This is an optimization exercise on Yosys and OpenROAD, whose aim is small area, a short achievable clock period and few clock cycles per item, not a production implementation.
Where RTL was checked, it was by simulation tests only, not by an equivalence proof against the original.
No activity file was given, so power comes from the tool's default toggle rates.

## tau_top
module tau_top (
	input  logic        i_clk,
	input  logic        i_rst_n,
	input  logic        i_wb_cyc,
	input  logic        i_wb_stb,
	input  logic        i_wb_we,
	input  logic [3:0]  i_wb_adr,
	input  logic [31:0] i_wb_dat,
	output logic        o_wb_ack,
	output logic [31:0] o_wb_dat,
	input  logic        i_req_rdy,
	input  logic [69:0] i_req,
	output logic        o_req_ack,
	output logic        o_addr_rdy,
	output logic [18:0] o_addr,
	input  logic        i_addr_ack
);
Settings: LEC_CHECK=0, CAP_MARGIN=60, CORE_MARGIN=2, CORE_UTILIZATION=40, CTS_CLUSTER_DIAMETER=100, CTS_CLUSTER_SIZE=27, SLEW_MARGIN=20; clock period 12.0 ns.
standard.sh (not shown) runs the stock make flow with config.mk's settings and CLKGATE_MAP_FILE= SYNTH_SCRIPT=/design/flow/synth_recipe.tcl, a recipe that flattens the netlist after the stock synthesis.
==> flow/flow/run.sh <==
#!/bin/bash
set -euo pipefail
export BUFFER_PORTS_ARGS="-buffer_cell sky130_fd_sc_hd__buf_4"
bash standard.sh > standard.log 2>&1
Testbench counts at the start, summed over its fixed seeds: cycles 4,198, items 4,150.
Change:
--- a/flow/design.v
+++ b/flow/design.v
@@ -192,19 +192,17 @@
 			s1_id <= sh_id;
 			s1_m  <= d_l4;
 			s1_base <= {base1[sh_id], base0[sh_id]};
 		end
 	end
 	logic [15:0]       pit;
 	logic [7:0][2:0]   pb_n;     
 	logic [1:0][1:0][15:0] m_cs;
-	logic [15:0]       base0_c;
-	assign base0_c = {s1_base[0][15] ^ (s1_base[0][14] & pit[15]), s1_base[0][14] ^ pit[15], s1_base[0][13:0]};
-	assign m_cs[0] = csa(s1_m[0][0], s1_m[0][1], base0_c);
+	assign m_cs[0] = csa(s1_m[0][0], s1_m[0][1], s1_base[0]);
 	assign m_cs[1] = csa(s1_m[1][0], s1_m[1][1], s1_base[1]);
 	assign pit = pitch[s1_id];
 	always_comb begin
 		logic [2:0] t;
 		for (int i = 0; i < 8; i++) begin
 			t = {pit[2*i + 1], pit[2*i], (i == 0) ? 1'b0 : pit[2*i - 1]};
 			pb_n[i][0] = t[1] ^ t[0];
 			pb_n[i][1] = (t[2] && !t[1] && !t[0]) || (!t[2] && t[1] && t[0]);
@@ -235,39 +233,43 @@
 	logic [1:0][15:0]  p_l4;
 	always_comb begin
 		logic [15:0] row;
 		for (int i = 0; i < 8; i++) begin
 			row = (({16{s2_pb[i][0]}} & s2_m1) | ({16{s2_pb[i][1]}} & {s2_m1[14:0], 1'b0})) ^ {16{s2_pb[i][2]}};
 			p_l0[i] = row << (2 * i);
 			if (i > 0) p_l0[i][2*i - 2] = s2_pb[i - 1][2];
 		end
-		p_l0[8] = s2_m0;
+		p_l0[8] = {1'b0, s2_pb[7][2], 14'd0};
 		for (int g = 0; g < 3; g++) {p_l1[2*g+1], p_l1[2*g]} = csa(p_l0[3*g], p_l0[3*g+1], p_l0[3*g+2]);
 		for (int g = 0; g < 2; g++) {p_l2[2*g+1], p_l2[2*g]} = csa(p_l1[3*g], p_l1[3*g+1], p_l1[3*g+2]);
 		{p_l3[1], p_l3[0]} = csa(p_l2[0], p_l2[1], p_l2[2]);
 		p_l3[2] = p_l2[3];
 		{p_l4[1], p_l4[0]} = csa(p_l3[0], p_l3[1], p_l3[2]);
 	end
 	logic [1:0]        s3_id;
+	logic [15:0]       s3_m0;
 	logic [1:0][15:0]  s3_r;
 	always_ff @(posedge i_clk) begin
 		if (!i_rst_n) s3_v <= 1'b0;
 		else if (adv) s3_v <= s2_v;
 	end
 	always_ff @(posedge i_clk) begin
 		if (adv) begin
 			s3_id <= s2_id;
+			s3_m0 <= s2_m0;
 			s3_r  <= p_l4;
 		end
 	end
+	logic [1:0][15:0] q;
 	logic [17:0]      item;
 	logic [17:0]      o_r;
 	logic [17:0]      k_r;
-	assign item   = {s3_r[0] + s3_r[1], s3_id};
+	assign q      = csa(s3_r[0], s3_r[1], s3_m0);
+	assign item   = {q[0] + q[1], s3_id};
 	assign o_free = !ov || i_addr_ack;
 	always_ff @(posedge i_clk) begin
 		if (!i_rst_n)    ov <= 1'b0;
 		else if (o_free) ov <= kv || (adv && s3_v);
 	end
 	always_ff @(posedge i_clk) begin
 		if (o_free) o_r <= kv ? k_r : item;
 		if (adv)    k_r <= item;
After rerunning: The new run ran to the end with no violations. Clock skew came out lower by 0.016 ns. Total power came out higher by 2.2%. Cell count came out higher by 1.1%. Die area came out higher by 1.0%. Via count came out lower by 2.0%. Synthesized area came out higher by 1.0%. Setup slack gets better by 0.26 ns. Sequential cell count came out higher by 13. Global-route usage came out lower by 0.91 points. Count of clock-buffer cells in the layout came out higher by 4. Clock power barely changes. Synthesized cell count came out higher by 1.6%. Routed wire length came out lower by 2.4%. Hold slack gets worse by 0.014 ns.
Testbench counts after the change, summed over its fixed seeds: cycles 4,198, items 4,150.

== the reference run ==
tau_top, a different RTL version from the one above (not shown whole).
For scale: roughly 750 flip-flops, ~170 I/O pins, about 42000 µm² of cells after synthesis.
// tau_top
module tau_top (
	input  logic        i_clk,
	input  logic        i_rst_n,
	input  logic        i_wb_cyc,
	input  logic        i_wb_stb,
	input  logic        i_wb_we,
	input  logic [3:0]  i_wb_adr,
	input  logic [31:0] i_wb_dat,
	output logic        o_wb_ack,
	output logic [31:0] o_wb_dat,
	input  logic        i_req_rdy,
	input  logic [69:0] i_req,
	output logic        o_req_ack,
	output logic        o_addr_rdy,
	output logic [18:0] o_addr,
	input  logic        i_addr_ack
);
export LEC_CHECK = 0
export CAP_MARGIN = 45
export CORE_MARGIN = 2
export CORE_UTILIZATION = 40
export CTS_CLUSTER_DIAMETER = 100
export CTS_CLUSTER_SIZE = 27
export SLEW_MARGIN = 20
create_clock -name core_clock -period 12.0 [get_ports {i_clk}]
==> flow/flow/run.sh <==
#!/bin/bash
set -euo pipefail
export BUFFER_PORTS_ARGS="-buffer_cell sky130_fd_sc_hd__buf_2"
bash standard.sh > standard.log 2>&1
The reference run closes out successfully: all stages finished, all timing, DRC and antenna checks passed.
> inputs changed (the reference run -> the trial run)
--- a/flow/design.v
+++ b/flow/design.v
@@ -117,51 +117,43 @@
 		end else if (adv) begin
 			r_id      <= nxt_id;
 		end
 	end
 	logic [27:0]            lanes;
 	logic [3:0][15:0]       sh_n;
-	logic [3:0][3:0]        fld_n;
+	logic [3:0][1:0][4:0]   sel_n;
 	assign lanes = {bstr[r_id], astr[r_id]};
 	always_comb begin
 		logic [6:0] l;
+		logic       dm;
 		for (int k = 0; k < 4; k++) begin
 			l = lanes[7*k +: 7];
-			sh_n[k]  = r_ofs[16*k +: 16] << l[2:0];
-			fld_n[k] = l[6:3];
+			sh_n[k] = r_ofs[16*k +: 16] << l[2:0];
+			for (int d = 0; d < 2; d++) begin
+				dm = l[6] == 1'(d);
+				sel_n[k][d][0] = dm && l[3];
+				sel_n[k][d][1] = dm && l[4] && !l[3];
+				sel_n[k][d][2] = dm && l[4];
+				sel_n[k][d][3] = dm && (l[5] ^ l[4]);
+				sel_n[k][d][4] = dm && l[5] && l[4];
+			end
 		end
 	end
 	logic                   sh_v;
 	logic [1:0]             sh_id;
 	logic [3:0][15:0]       sh_a;
-	logic [3:0][3:0]        sh_fld;
-	logic [3:0][1:0][4:0]   sh_sel;    
+	logic [3:0][1:0][4:0]   sh_sel;
 	always_ff @(posedge i_clk) begin
 		if (!i_rst_n) sh_v <= 1'b0;
 		else if (adv) sh_v <= rv;
 	end
 	always_ff @(posedge i_clk) begin
 		if (adv) begin
 			sh_id  <= r_id;
 			sh_a   <= sh_n;
-			sh_fld <= fld_n;
-		end
-	end
-	always_comb begin
-		logic [3:0] l;
-		logic       dm;
-		for (int k = 0; k < 4; k++) begin
-			l = sh_fld[k];
-			for (int d = 0; d < 2; d++) begin
-				dm = l[3] == 1'(d);
-				sh_sel[k][d][0] = dm && l[0];
-				sh_sel[k][d][1] = dm && l[1] && !l[0];
-				sh_sel[k][d][2] = dm && l[1];
-				sh_sel[k][d][3] = dm && (l[2] ^ l[1]);
-				sh_sel[k][d][4] = dm && l[2] && l[1];
-			end
+			sh_sel <= sel_n;
 		end
 	end
 	logic [1:0][7:0][15:0]  d_l0;
 	logic [1:0][5:0][15:0]  d_l1;
 	logic [1:0][3:0][15:0]  d_l2;
 	logic [1:0][2:0][15:0]  d_l3;
- Basic-gate share of the synthesized area counting and, or, nand and nor cells came out lower on the trial run than on the reference run.
- Compare the trial run and the reference run | number of global-route vias before repair higher: the trial run
- The critical path depth of the trial run falls short of that of the reference run by 5.
- Hold slack: the trial run lower than the reference run
- The trial run: routed length on met1 higher than the reference run
- Compared with the reference run, in the trial run non-clock buffer count now smaller, worst-case setup margin in the final layout rose by 0.38 ns, sequential share of layout area climbed 1.2 points.
- Of the trial run and the reference run, the lower setup slack at placement belongs to the trial run.
Testbench counts of the trial run, summed over its fixed seeds: cycles 4,198, items 4,150.
Function not checked in the reference run: the RTL went through the layout flow alone.

Setup of run a:
The RTL this note starts from:
==> flow/design.v <==
module tau_top (
	input  logic        i_clk,
	input  logic        i_rst_n,
	input  logic        i_wb_cyc,
	input  logic        i_wb_stb,
	input  logic        i_wb_we,
	input  logic [3:0]  i_wb_adr,
	input  logic [31:0] i_wb_dat,
	output logic        o_wb_ack,
	output logic [31:0] o_wb_dat,
	input  logic        i_req_rdy,
	input  logic [69:0] i_req,
	output logic        o_req_ack,
	output logic        o_addr_rdy,
	output logic [18:0] o_addr,
	input  logic        i_addr_ack
);
	function automatic logic [31:0] csa(input logic [15:0] a, input logic [15:0] b, input logic [15:0] c);
		logic [15:0] s;
		logic [15:0] y;
		s = a ^ b ^ c;
		y = (a & b) | (a & c) | (b & c);
		csa = {y[14:0], 1'b0, s};
	endfunction
	logic [3:0][15:0] base0;
	logic [3:0][15:0] base1;
	logic [3:0][15:0] pitch;
	logic [3:0][13:0] bstr;
	logic [3:0][13:0] astr;
	logic        wb_hit;
	logic        ack_r;
	logic        wq_v;
	logic [3:0]  wq_adr;
	logic [31:0] wq_dat;
	logic [31:0] wdat;
	logic [31:0] rd_word;
	logic [31:0] rd_dat_r;
	assign wb_hit = i_wb_cyc && i_wb_stb && !ack_r;
	always_ff @(posedge i_clk) begin
		wq_v   <= i_rst_n && wb_hit && i_wb_we;
		wq_adr <= i_wb_adr;
		wq_dat <= i_wb_dat;
	end
	assign wdat   = wq_dat & {32{i_rst_n}};
	for (genvar e = 0; e < 4; e++) begin : g_tab
		logic [3:0] wen;
		for (genvar w = 0; w < 4; w++) begin : g_w
			assign wen[w] = !i_rst_n || (wq_v && wq_adr == 4'(e * 4 + w));
		end
		always_ff @(posedge i_clk) begin
			if (wen[0]) begin
				base0[e] <= wdat[15:0];
				base1[e] <= wdat[31:16];
			end
			if (wen[1]) pitch[e] <= wdat[15:0];
			if (wen[2]) bstr[e]  <= wdat[13:0];
			if (wen[3]) astr[e]  <= wdat[13:0];
		end
	end
	always_comb begin
		case (i_wb_adr[1:0])
			2'd0:    rd_word = {base1[i_wb_adr[3:2]], base0[i_wb_adr[3:2]]};
			2'd1:    rd_word = {16'd0, pitch[i_wb_adr[3:2]]};
			2'd2:    rd_word = {18'd0, bstr[i_wb_adr[3:2]]};
			default: rd_word = {18'd0, astr[i_wb_adr[3:2]]};
		endcase
	end
	always_ff @(posedge i_clk) begin
		if (!i_rst_n) ack_r <= 1'b0;
		else          ack_r <= wb_hit;
	end
	always_ff @(posedge i_clk) rd_dat_r <= rd_word;
	assign o_wb_ack = ack_r;
	assign o_wb_dat = rd_dat_r;
	logic        adv;        
	logic        kv;         
	logic        ov;         
	logic        o_free;
	logic        rv;
	logic [63:0] r_ofs;      
	logic [1:0]  r_id;
	logic [1:0]  r_last_id;
	logic        r_last;
	logic        free;       
	logic [1:0]  beg;
	logic [1:0]  lst;
	logic [1:0]  nxt_id;
	logic        rv_n;
	logic        kv_n;
	logic        r_last_n;
	logic        s3_v;
	assign beg    = i_req[4:3];
	assign lst    = 2'(i_req[2:0] - 3'd1);
	assign nxt_id = r_id + 2'd1;
	assign adv    = !kv;
	assign rv_n     = i_rst_n && (free ? i_req_rdy : rv);
	assign kv_n     = i_rst_n && !o_free && (kv || (adv && s3_v));
	assign r_last_n = free ? (beg == lst) : (adv ? (nxt_id == r_last_id) : r_last);
	always_ff @(posedge i_clk) begin
		rv     <= rv_n;
		kv     <= kv_n;
		r_last <= r_last_n;
		free   <= !rv_n || (!kv_n && r_last_n);
	end
	assign o_req_ack = free;
	always_ff @(posedge i_clk) begin
		if (free) begin
			r_ofs     <= i_req[69:6];
			r_last_id <= lst;
			r_id      <= beg;
		end else if (adv) begin
			r_id      <= nxt_id;
		end
	end
	logic [27:0]            lanes;
	logic [3:0][15:0]       sh_n;
	logic [3:0][1:0][4:0]   sel_n;
	assign lanes = {bstr[r_id], astr[r_id]};
	always_comb begin
		logic [6:0] l;
		logic       dm;
		for (int k = 0; k < 4; k++) begin
			l = lanes[7*k +: 7];
			sh_n[k] = r_ofs[16*k +: 16] << l[2:0];
			for (int d = 0; d < 2; d++) begin
				dm = l[6] == 1'(d);
				sel_n[k][d][0] = dm && l[3];
				sel_n[k][d][1] = dm && l[4] && !l[3];
				sel_n[k][d][2] = dm && l[4];
				sel_n[k][d][3] = dm && (l[5] ^ l[4]);
				sel_n[k][d][4] = dm && l[5] && l[4];
			end
		end
	end
	logic                   sh_v;
	logic [1:0]             sh_id;
	logic [3:0][15:0]       sh_a;
	logic [3:0][1:0][4:0]   sh_sel;
	always_ff @(posedge i_clk) begin
		if (!i_rst_n) sh_v <= 1'b0;
		else if (adv) sh_v <= rv;
	end
	always_ff @(posedge i_clk) begin
		if (adv) begin
			sh_id  <= r_id;
			sh_a   <= sh_n;
			sh_sel <= sel_n;
		end
	end
	logic [1:0][7:0][15:0]  d_l0;
	logic [1:0][5:0][15:0]  d_l1;
	logic [1:0][3:0][15:0]  d_l2;
	logic [1:0][2:0][15:0]  d_l3;
	logic [1:0][1:0][15:0]  d_l4;
	always_comb begin
		logic [15:0] a;
		logic [4:0]  s;
		for (int d = 0; d < 2; d++) begin
			for (int k = 0; k < 4; k++) begin
				a = sh_a[k];
				s = sh_sel[k][d];
				d_l0[d][k] = (({16{s[0]}} & a) | ({16{s[1]}} & {a[14:0], 1'b0})) ^ {16{s[2]}};
				d_l0[d][4 + k] = ({16{s[3]}} & {a[13:0], 2'b0}) | ({16{s[4]}} & {a[12:0], 3'b0}) | {15'd0, s[2]};
			end
		end
		for (int d = 0; d < 2; d++) begin
			for (int g = 0; g < 2; g++) {d_l1[d][2*g+1], d_l1[d][2*g]} = csa(d_l0[d][3*g], d_l0[d][3*g+1], d_l0[d][3*g+2]);
			d_l1[d][4] = d_l0[d][6];
			d_l1[d][5] = d_l0[d][7];
			for (int g = 0; g < 2; g++) {d_l2[d][2*g+1], d_l2[d][2*g]} = csa(d_l1[d][3*g], d_l1[d][3*g+1], d_l1[d][3*g+2]);
			{d_l3[d][1], d_l3[d][0]} = csa(d_l2[d][0], d_l2[d][1], d_l2[d][2]);
			d_l3[d][2] = d_l2[d][3];
			{d_l4[d][1], d_l4[d][0]} = csa(d_l3[d][0], d_l3[d][1], d_l3[d][2]);
		end
	end
	logic                   s1_v;
	logic [1:0]             s1_id;
	logic [1:0][1:0][15:0]  s1_m;    
	logic [1:0][15:0]       s1_base;
	always_ff @(posedge i_clk) begin
		if (!i_rst_n) s1_v <= 1'b0;
		else if (adv) s1_v <= sh_v;
	end
	always_ff @(posedge i_clk) begin
		if (adv) begin
			s1_id <= sh_id;
			s1_m  <= d_l4;
			s1_base <= {base1[sh_id], base0[sh_id]};
		end
	end
	logic [15:0]       pit;
	logic [7:0][2:0]   pb_n;     
	logic [1:0][1:0][15:0] m_cs;
	assign m_cs[0] = csa(s1_m[0][0], s1_m[0][1], s1_base[0]);
	assign m_cs[1] = csa(s1_m[1][0], s1_m[1][1], s1_base[1]);
	assign pit = pitch[s1_id];
	always_comb begin
		logic [2:0] t;
		for (int i = 0; i < 8; i++) begin
			t = {pit[2*i + 1], pit[2*i], (i == 0) ? 1'b0 : pit[2*i - 1]};
			pb_n[i][0] = t[1] ^ t[0];
			pb_n[i][1] = (t[2] && !t[1] && !t[0]) || (!t[2] && t[1] && t[0]);
			pb_n[i][2] = t[2];
		end
	end
	logic              s2_v;
	logic [1:0]        s2_id;
	logic [15:0]       s2_m1;
	logic [15:0]       s2_m0;
	logic [7:0][2:0]   s2_pb;
	always_ff @(posedge i_clk) begin
		if (!i_rst_n) s2_v <= 1'b0;
		else if (adv) s2_v <= s1_v;
	end
	always_ff @(posedge i_clk) begin
		if (adv) begin
			s2_id <= s1_id;
			s2_m1 <= m_cs[1][0] + m_cs[1][1];
			s2_m0 <= m_cs[0][0] + m_cs[0][1];
			s2_pb <= pb_n;
		end
	end
	logic [8:0][15:0]  p_l0;
	logic [5:0][15:0]  p_l1;
	logic [3:0][15:0]  p_l2;
	logic [2:0][15:0]  p_l3;
	logic [1:0][15:0]  p_l4;
	always_comb begin
		logic [15:0] row;
		for (int i = 0; i < 8; i++) begin
			row = (({16{s2_pb[i][0]}} & s2_m1) | ({16{s2_pb[i][1]}} & {s2_m1[14:0], 1'b0})) ^ {16{s2_pb[i][2]}};
			p_l0[i] = row << (2 * i);
			if (i > 0) p_l0[i][2*i - 2] = s2_pb[i - 1][2];
		end
		p_l0[8] = {1'b0, s2_pb[7][2], 14'd0};
		for (int g = 0; g < 3; g++) {p_l1[2*g+1], p_l1[2*g]} = csa(p_l0[3*g], p_l0[3*g+1], p_l0[3*g+2]);
		for (int g = 0; g < 2; g++) {p_l2[2*g+1], p_l2[2*g]} = csa(p_l1[3*g], p_l1[3*g+1], p_l1[3*g+2]);
		{p_l3[1], p_l3[0]} = csa(p_l2[0], p_l2[1], p_l2[2]);
		p_l3[2] = p_l2[3];
		{p_l4[1], p_l4[0]} = csa(p_l3[0], p_l3[1], p_l3[2]);
	end
	logic [1:0]        s3_id;
	logic [15:0]       s3_m0;
	logic [1:0][15:0]  s3_r;
	always_ff @(posedge i_clk) begin
		if (!i_rst_n) s3_v <= 1'b0;
		else if (adv) s3_v <= s2_v;
	end
	always_ff @(posedge i_clk) begin
		if (adv) begin
			s3_id <= s2_id;
			s3_m0 <= s2_m0;
			s3_r  <= p_l4;
		end
	end
	logic [1:0][15:0] q;
	logic [17:0]      item;
	logic [17:0]      o_r;
	logic [17:0]      k_r;
	assign q      = csa(s3_r[0], s3_r[1], s3_m0);
	assign item   = {q[0] + q[1], s3_id};
	assign o_free = !ov || i_addr_ack;
	always_ff @(posedge i_clk) begin
		if (!i_rst_n)    ov <= 1'b0;
		else if (o_free) ov <= kv || (adv && s3_v);
	end
	always_ff @(posedge i_clk) begin
		if (o_free) o_r <= kv ? k_r : item;
		if (adv)    k_r <= item;
	end
	assign o_addr_rdy = ov;
	assign o_addr     = {o_r[17:2], 1'b0, o_r[1:0]};
endmodule
==> flow/config.mk <==
export PLATFORM = sky130hd
export DESIGN_NAME = tau_top
export DESIGN_NICKNAME = tau_top
export VERILOG_FILES = /design/flow/design.v
export SDC_FILE = /design/flow/constraint.sdc
export NUM_CORES = 4
export LEC_CHECK = 0
export CAP_MARGIN = 60
export CORE_MARGIN = 2
export CORE_UTILIZATION = 40
export SLEW_MARGIN = 20
==> flow/constraint.sdc <==
create_clock -name core_clock -period 12.0 [get_ports {i_clk}]
set_input_delay 2.4000 -clock core_clock [delete_from_list [all_inputs] [get_ports {i_clk}]]
set_output_delay 2.4000 -clock core_clock [all_outputs]
set_load 0.01 [all_outputs]
==> flow/flow/run.sh <==
#!/bin/bash
set -euo pipefail
export BUFFER_PORTS_ARGS="-buffer_cell sky130_fd_sc_hd__buf_4"
bash standard.sh > standard.log 2>&1
Testbench counts of run a, summed over its fixed seeds: cycles 4,198, items 4,150.
Input changes introduced in run b (baseline for comparison: run a):
diff --git a/flow/design.v b/flow/design.v
--- a/flow/design.v
+++ b/flow/design.v
@@ -133,37 +133,47 @@
 		end
 	end
 	logic                   sh_v;
 	logic [1:0]             sh_id;
 	logic [3:0][15:0]       sh_a;
 	logic [3:0][1:0][4:0]   sh_sel;
+	logic [3:0][1:0][4:0]   sh_seln;   
 	always_ff @(posedge i_clk) begin
 		if (!i_rst_n) sh_v <= 1'b0;
 		else if (adv) sh_v <= rv;
 	end
 	always_ff @(posedge i_clk) begin
 		if (adv) begin
 			sh_id  <= r_id;
 			sh_a   <= sh_n;
 			sh_sel <= sel_n;
+			sh_seln <= ~sel_n;
 		end
 	end
 	logic [1:0][7:0][15:0]  d_l0;
 	logic [1:0][5:0][15:0]  d_l1;
 	logic [1:0][3:0][15:0]  d_l2;
 	logic [1:0][2:0][15:0]  d_l3;
 	logic [1:0][1:0][15:0]  d_l4;
 	always_comb begin
 		logic [15:0] a;
 		logic [4:0]  s;
+		logic [4:0]  t;
+		logic [15:0] r0;
+		logic [15:0] r1;
 		for (int d = 0; d < 2; d++) begin
 			for (int k = 0; k < 4; k++) begin
 				a = sh_a[k];
 				s = sh_sel[k][d];
-				d_l0[d][k] = (({16{s[0]}} & a) | ({16{s[1]}} & {a[14:0], 1'b0})) ^ {16{s[2]}};
-				d_l0[d][4 + k] = ({16{s[3]}} & {a[13:0], 2'b0}) | ({16{s[4]}} & {a[12:0], 3'b0}) | {15'd0, s[2]};
+				t = ~sh_seln[k][d];
+				r0 = (({16{s[0]}} & a) | ({16{s[1]}} & {a[14:0], 1'b0})) ^ {16{s[2]}};
+				r1 = (({16{t[0]}} & a) | ({16{t[1]}} & {a[14:0], 1'b0})) ^ {16{t[2]}};
+				d_l0[d][k] = {r1[15:8], r0[7:0]};
+				r0 = ({16{s[3]}} & {a[13:0], 2'b0}) | ({16{s[4]}} & {a[12:0], 3'b0}) | {15'd0, s[2]};
+				r1 = ({16{t[3]}} & {a[13:0], 2'b0}) | ({16{t[4]}} & {a[12:0], 3'b0});
+				d_l0[d][4 + k] = {r1[15:8], r0[7:0]};
 			end
 		end
 		for (int d = 0; d < 2; d++) begin
 			for (int g = 0; g < 2; g++) {d_l1[d][2*g+1], d_l1[d][2*g]} = csa(d_l0[d][3*g], d_l0[d][3*g+1], d_l0[d][3*g+2]);
 			d_l1[d][4] = d_l0[d][6];
 			d_l1[d][5] = d_l0[d][7];
@@ -205,33 +215,40 @@
 	end
 	logic              s2_v;
 	logic [1:0]        s2_id;
 	logic [15:0]       s2_m1;
 	logic [15:0]       s2_m0;
 	logic [7:0][2:0]   s2_pb;
+	logic [7:0][2:0]   s2_pbn;   
 	always_ff @(posedge i_clk) begin
 		if (!i_rst_n) s2_v <= 1'b0;
 		else if (adv) s2_v <= s1_v;
 	end
 	always_ff @(posedge i_clk) begin
 		if (adv) begin
 			s2_id <= s1_id;
 			s2_m1 <= m_cs[1][0] + m_cs[1][1];
 			s2_m0 <= m_cs[0][0] + m_cs[0][1];
 			s2_pb <= pb_n;
+			s2_pbn <= ~pb_n;
 		end
 	end
 	logic [8:0][15:0]  p_l0;
 	logic [5:0][15:0]  p_l1;
 	logic [3:0][15:0]  p_l2;
 	logic [2:0][15:0]  p_l3;
 	logic [1:0][15:0]  p_l4;
 	always_comb begin
 		logic [15:0] row;
+		logic [15:0] rowh;
+		logic [2:0]  u;
 		for (int i = 0; i < 8; i++) begin
-			row = (({16{s2_pb[i][0]}} & s2_m1) | ({16{s2_pb[i][1]}} & {s2_m1[14:0], 1'b0})) ^ {16{s2_pb[i][2]}};
+			u    = ~s2_pbn[i];
+			row  = (({16{s2_pb[i][0]}} & s2_m1) | ({16{s2_pb[i][1]}} & {s2_m1[14:0], 1'b0})) ^ {16{s2_pb[i][2]}};
+			rowh = (({16{u[0]}} & s2_m1) | ({16{u[1]}} & {s2_m1[14:0], 1'b0})) ^ {16{u[2]}};
+			row  = (row & (16'hFFFF >> (8 + i))) | (rowh & ~(16'hFFFF >> (8 + i)));
 			p_l0[i] = row << (2 * i);
 			if (i > 0) p_l0[i][2*i - 2] = s2_pb[i - 1][2];
 		end
 		p_l0[8] = {1'b0, s2_pb[7][2], 14'd0};
 		for (int g = 0; g < 3; g++) {p_l1[2*g+1], p_l1[2*g]} = csa(p_l0[3*g], p_l0[3*g+1], p_l0[3*g+2]);
 		for (int g = 0; g < 2; g++) {p_l2[2*g+1], p_l2[2*g]} = csa(p_l1[3*g], p_l1[3*g+1], p_l1[3*g+2]);
--- outcome ---
Compared with run a, in run b clock share of power saw an increase, final cell area excluding filler cells saw an increase, count of clock-buffer cells in the layout saw a decrease, area after synthesis saw an increase. Net count reported at finish: run b vs run a up 4.7%. Comparing non-clock buffer count for run a and run b, the smaller number came from run b. On xor/xnor cell area share of the yosys netlist, the higher figure sits with run a, not run b.
Only the layout flow was run in run b; the RTL was not checked for function there.

afterwards: timing with drivers on the ports:
The results above use ideal ports. As a check the final layouts listed here were re-extracted and re-timed, cells and wires unchanged. Step 1, drivers: a clkbuf_16 drives i_clk and a buf_2 each remaining input, both assumed. Step 2 adds t to the input delays and takes it off the output delays; t is the mean of the earliest and latest rising clock arrival at the registers after step 1. Input paths then give back, and output paths get back, about the clock's delay inside the block. Slacks: no drivers / after step 1 / after step 2; pairs: no drivers / after step 1.
run	t, ns	slack for setup (ns)	worst data-port slew with drivers (ns)
the first run of note 1	0.689	7.970 / 8.007 / 7.318	0.07
the second run of note 1	0.692	8.232 / 8.239 / 7.547	0.08
the reference run	0.692	7.735 / 7.735 / 7.224	0.05
the trial run	0.680	8.112 / 8.149 / 7.469	0.05
run a	0.705	7.966 / 8.010 / 7.305	0.05
run b	0.740	7.878 / 7.917 / 7.178	0.07
After both steps setup and hold are still met in every run listed. For run b, which loses most, drivers alone change the setup slack by +0.039 ns; drivers and shift together by -0.700 ns.
